This design comes from an exercise in tuning for small area and a short achievable clock period on the open sky130 flow, not from production work.
The RTL was checked by simulation tests, not by an equivalence proof against the original design.

Setup of run 1:
==> flow/design.v (excerpt) <==
module mul_pipe_unit #(
   parameter int WIDTH   = 32,
   parameter int LATENCY = 4
) (
   input  logic               clk,
   input  logic               rst,
   input  logic               start,
   input  logic               is_signed,
   input  logic [WIDTH-1:0]   a,
   input  logic [WIDTH-1:0]   b,
   input  logic               flush,
   output logic               busy,
   output logic               done,
   output logic [2*WIDTH-1:0] result,
   output logic [1:0]         dbg_state
);
Size: ~1600 cells after synthesis, about 140 I/O pins, roughly 16000 um2 of cells after synthesis.
export LEC_CHECK = 0
export CAP_MARGIN = 20
export CORE_MARGIN = 2
export CORE_UTILIZATION = 55
export SLEW_MARGIN = 20
create_clock -name core_clock -period 11.0 [get_ports {clk}]
standard.sh (not shown) runs the stock make flow with config.mk's settings and CLKGATE_MAP_FILE= SYNTH_SCRIPT=/design/flow/synth_recipe.tcl, a recipe that flattens the netlist after the stock synthesis.
==> flow/flow/run.sh <==
#!/bin/bash
# Own layout flow: the standard flow, with these changes.
#  1. After the standard synthesis, flow/faflip.py re-chooses the polarity of each full-adder cell
#     (FA(~a,~b,~c) = ~FA(a,b,c)) so that most of the inverters Yosys's extract_fa leaves between
#     adders go away; it also looks through the larger inverters and reuses them as inverted
#     copies, and folds inverters into the xor2/xnor2 gates that feed them. Registers are untouched.
#  2. Ports are buffered with sky130_fd_sc_hd__buf_1 instead of the flow's default pick.
#  3. Synthesis and every later step also leave out the platform's slow complex gates (four-input
#     and-or cells and the like) and its weakest (_0) cells: flow/dont_use.txt lists the platform's own
#     don't-use cells followed by these.
#  4. Up to CTS, repair_timing aims 6.9 ns beyond the clock period on the worst path only (no TNS
#     repair); routing and the steps after it run with the standard margin.
# Each step's output goes to a log file of its own here; ORFS's own logs are under orfs/logs.
set -euo pipefail
R=orfs/results/sky130hd/mul_pipe_unit/base
PORTS="BUFFER_PORTS_ARGS=-buffer_cell sky130_fd_sc_hd__buf_1"
DU="DONT_USE_CELLS=$(cat flow/dont_use.txt)"
bash standard.sh "$DU" synth > log_synth.txt 2>&1
python3 flow/faflip.py $R/1_2_yosys.v $R/1_2_yosys.faflip.v > log_faflip.txt 2>&1
cp $R/1_2_yosys.v $R/1_2_yosys.orig.v
mv $R/1_2_yosys.faflip.v $R/1_2_yosys.v
rm -f $R/1_synth.odb
touch $R/1_2_yosys.v
bash standard.sh "$DU" "$PORTS" SETUP_SLACK_MARGIN=6.9 TNS_END_PERCENT=0 cts > log_cts.txt 2>&1
bash standard.sh "$DU" "$PORTS" finish > log_finish.txt 2>&1
Other scripts of this flow, unchanged in this note and not shown: flow/flow/dont_use.txt, flow/flow/faflip.py
Run 1 reached the end of the flow, and the finished layout is clean on the timing, DRC and antenna checks.
The following lists how run 2 was set up differently from run 1:
# run 1
export LEC_CHECK = 0
export CAP_MARGIN = 20
export CORE_MARGIN = 2
export CORE_UTILIZATION = 55
export SLEW_MARGIN = 20
create_clock -name core_clock -period 11.0 [get_ports {clk}]
# run 2
export LEC_CHECK = 0
export CAP_MARGIN = 20
export CORE_MARGIN = 2
export CORE_UTILIZATION = 45
export SLEW_MARGIN = 20
create_clock -name core_clock -period 11.0 [get_ports {clk}]
diff --git a/flow/flow/run.sh b/flow/flow/run.sh
--- a/flow/flow/run.sh
+++ b/flow/flow/run.sh
@@ -11 +11 @@
-#  4. Up to CTS, repair_timing aims 6.9 ns beyond the clock period on the worst path only (no TNS
+#  4. Up to CTS, repair_timing aims 6.6 ns beyond the clock period on the worst path only (no TNS
@@ -24 +24 @@
-bash standard.sh "$DU" "$PORTS" SETUP_SLACK_MARGIN=6.9 TNS_END_PERCENT=0 cts > log_cts.txt 2>&1
+bash standard.sh "$DU" "$PORTS" SETUP_SLACK_MARGIN=6.6 TNS_END_PERCENT=0 cts > log_cts.txt 2>&1
[summary]
- Of run 1 and run 2, the higher worst hold slack belongs to run 2.
- Portion of the layout cell area used by non-clock buffers for run 2: 1.1 points down relative to run 1
- Wire length: lower on run 2
- NOTE via density per instance run 1->run 2 decreased by a few percent
--- input diff run 2..run 3 ---
# run 2
export LEC_CHECK = 0
export CAP_MARGIN = 20
export CORE_MARGIN = 2
export CORE_UTILIZATION = 45
export SLEW_MARGIN = 20
create_clock -name core_clock -period 11.0 [get_ports {clk}]
# run 3
export LEC_CHECK = 0
export CAP_MARGIN = 20
export CORE_MARGIN = 2
export CORE_UTILIZATION = 55
export SLEW_MARGIN = 20
create_clock -name core_clock -period 11.0 [get_ports {clk}]
diff --git a/flow/flow/run.sh b/flow/flow/run.sh
--- a/flow/flow/run.sh
+++ b/flow/flow/run.sh
@@ -11,2 +11,2 @@
-#  4. Up to CTS, repair_timing aims 6.6 ns beyond the clock period on the worst path only (no TNS
-#     repair); routing and the steps after it run with the standard margin.
+#  4. Up to CTS, repair_timing aims 6.6 ns beyond the clock period on the worst path and the worst
+#     10% of the failing endpoints; routing and the steps after it run with the standard margin.
@@ -24 +24 @@
-bash standard.sh "$DU" "$PORTS" SETUP_SLACK_MARGIN=6.6 TNS_END_PERCENT=0 cts > log_cts.txt 2>&1
+bash standard.sh "$DU" "$PORTS" SETUP_SLACK_MARGIN=6.6 TNS_END_PERCENT=10 cts > log_cts.txt 2>&1
==> run notes <==
- In run 3 relative to run 2, number of placement rows had gone down by more than 10%.
- Lower number of vias per cell among run 3 and run 2: run 2
- Run 3 vs. run 2: number of ordinary and repair buffers in the finished layout decreased 6.0%.
The inputs of run 4 differ from those of run 3 as listed below.
# run 3
export LEC_CHECK = 0
export CAP_MARGIN = 20
export CORE_MARGIN = 2
export CORE_UTILIZATION = 55
export SLEW_MARGIN = 20
create_clock -name core_clock -period 11.0 [get_ports {clk}]
# run 4
export LEC_CHECK = 0
export CAP_MARGIN = 20
export CORE_MARGIN = 2
export CORE_UTILIZATION = 55
export PLACE_DENSITY = 0.8
export SLEW_MARGIN = 20
create_clock -name core_clock -period 11.0 [get_ports {clk}]
diff --git a/flow/flow/run.sh b/flow/flow/run.sh
--- a/flow/flow/run.sh
+++ b/flow/flow/run.sh
@@ -11,2 +11,2 @@
-#  4. Up to CTS, repair_timing aims 6.6 ns beyond the clock period on the worst path and the worst
-#     10% of the failing endpoints; routing and the steps after it run with the standard margin.
+#  4. Up to CTS, repair_timing aims 6.6 ns beyond the clock period on the worst path only (no TNS
+#     repair); routing and the steps after it run with the standard margin.
@@ -24 +24 @@
-bash standard.sh "$DU" "$PORTS" SETUP_SLACK_MARGIN=6.6 TNS_END_PERCENT=10 cts > log_cts.txt 2>&1
+bash standard.sh "$DU" "$PORTS" SETUP_SLACK_MARGIN=6.6 TNS_END_PERCENT=0 cts > log_cts.txt 2>&1
Notes after the runs:
- Run 4 was carried through to the last stage, and its layout satisfied the timing, DRC and antenna checks.
- Diff run 3 and run 4: wire length of the first global-routing pass higher in run 3
- Looking at global-route layer with the greatest usage, the met1 result is from run 3; the met2 one comes from run 4.
- Run 3 and run 4 ended up with roughly the same proportion of cell area spent on the clock network.
- In the reports for run 3 and run 4, the smaller via count of the first global-routing pass belongs to run 3.
- After detailed routing, run 3 needs more wire than run 4.
Here is what was changed in the inputs of run 5 compared with run 4.
# run 4
export LEC_CHECK = 0
export CAP_MARGIN = 20
export CORE_MARGIN = 2
export CORE_UTILIZATION = 55
export PLACE_DENSITY = 0.8
export SLEW_MARGIN = 20
create_clock -name core_clock -period 11.0 [get_ports {clk}]
# run 5
export LEC_CHECK = 0
export CAP_MARGIN = 20
export CORE_MARGIN = 2
export CORE_UTILIZATION = 55
export SLEW_MARGIN = 20
create_clock -name core_clock -period 11.0 [get_ports {clk}]
### Flow results
- Relative to run 4, minimum setup slack after placement has gone down in run 5.
- The highest clock rate in run 5 was higher than what run 4 gave.
- Between run 5 and run 4, it is run 5 whose clock-buffer cell count is higher, by 1.
- The core of run 5 is less densely filled than that of run 4.
- Compared with run 4, run 5 shows a lower global-route met3 utilization.
- Looking at worst-case setup margin in the final layout across run 5 and run 4, the one that comes out lower is run 4.
- Diff run 5 and run 4: post-route clock period utilization higher in run 4
- Area of placed instances: run 5 vs run 4, no meaningful difference
diff inputs: run 5 => run 6
diff --git a/flow/flow/run.sh b/flow/flow/run.sh
--- a/flow/flow/run.sh
+++ b/flow/flow/run.sh
@@ -11 +11 @@
-#  4. Up to CTS, repair_timing aims 6.6 ns beyond the clock period on the worst path only (no TNS
+#  4. Up to CTS, repair_timing aims 6.3 ns beyond the clock period on the worst path only (no TNS
@@ -24 +24 @@
-bash standard.sh "$DU" "$PORTS" SETUP_SLACK_MARGIN=6.6 TNS_END_PERCENT=0 cts > log_cts.txt 2>&1
+bash standard.sh "$DU" "$PORTS" SETUP_SLACK_MARGIN=6.3 TNS_END_PERCENT=0 cts > log_cts.txt 2>&1
[summary]
Every run (run 5 and run 6) finished clean.
Going from run 5 to run 6, final clock skew flat.
Per the comparison of run 6 with run 5, overall routed net length comparable, fraction of standard cell area in multi-input logic comparable, number of buffers outside the clock class in the layout now smaller, required time at the endpoint of the critical path now smaller.

==> port drivers added, routing unchanged <==
How much do the figures lean on ideal ports? The routed layouts below were timed once more, with nothing changed but the port constraints. Step 1 sets driving cells, clkbuf_16 on the clock port and buf_2 on the other inputs (assumed; they add their load-dependent delay and slew). Step 2 times the ports against the registers' clock, not the clock port: input delays grow and output delays shrink by t, the midpoint of the rising clock arrivals with the driver on. Slacks: ideal ports / drivers / drivers and shift; pairs: ideal ports / drivers.
run	t, ns	slack for setup (ns)	hold slack, ns
run 1	0.495	6.626 / 6.611 / 6.626	0.447 / 0.447 / 0.447
run 2	0.522	6.599 / 6.542 / 6.621	0.451 / 0.451 / 0.451
run 3	0.500	6.593 / 6.566 / 6.593	0.452 / 0.452 / 0.452
run 4	0.500	6.502 / 6.502 / 6.502	0.455 / 0.455 / 0.455
run 5	0.500	6.593 / 6.566 / 6.593	0.452 / 0.452 / 0.452
run 6	0.499	6.478 / 6.427 / 6.601	0.452 / 0.452 / 0.452
After both steps every run listed still meets setup and hold.
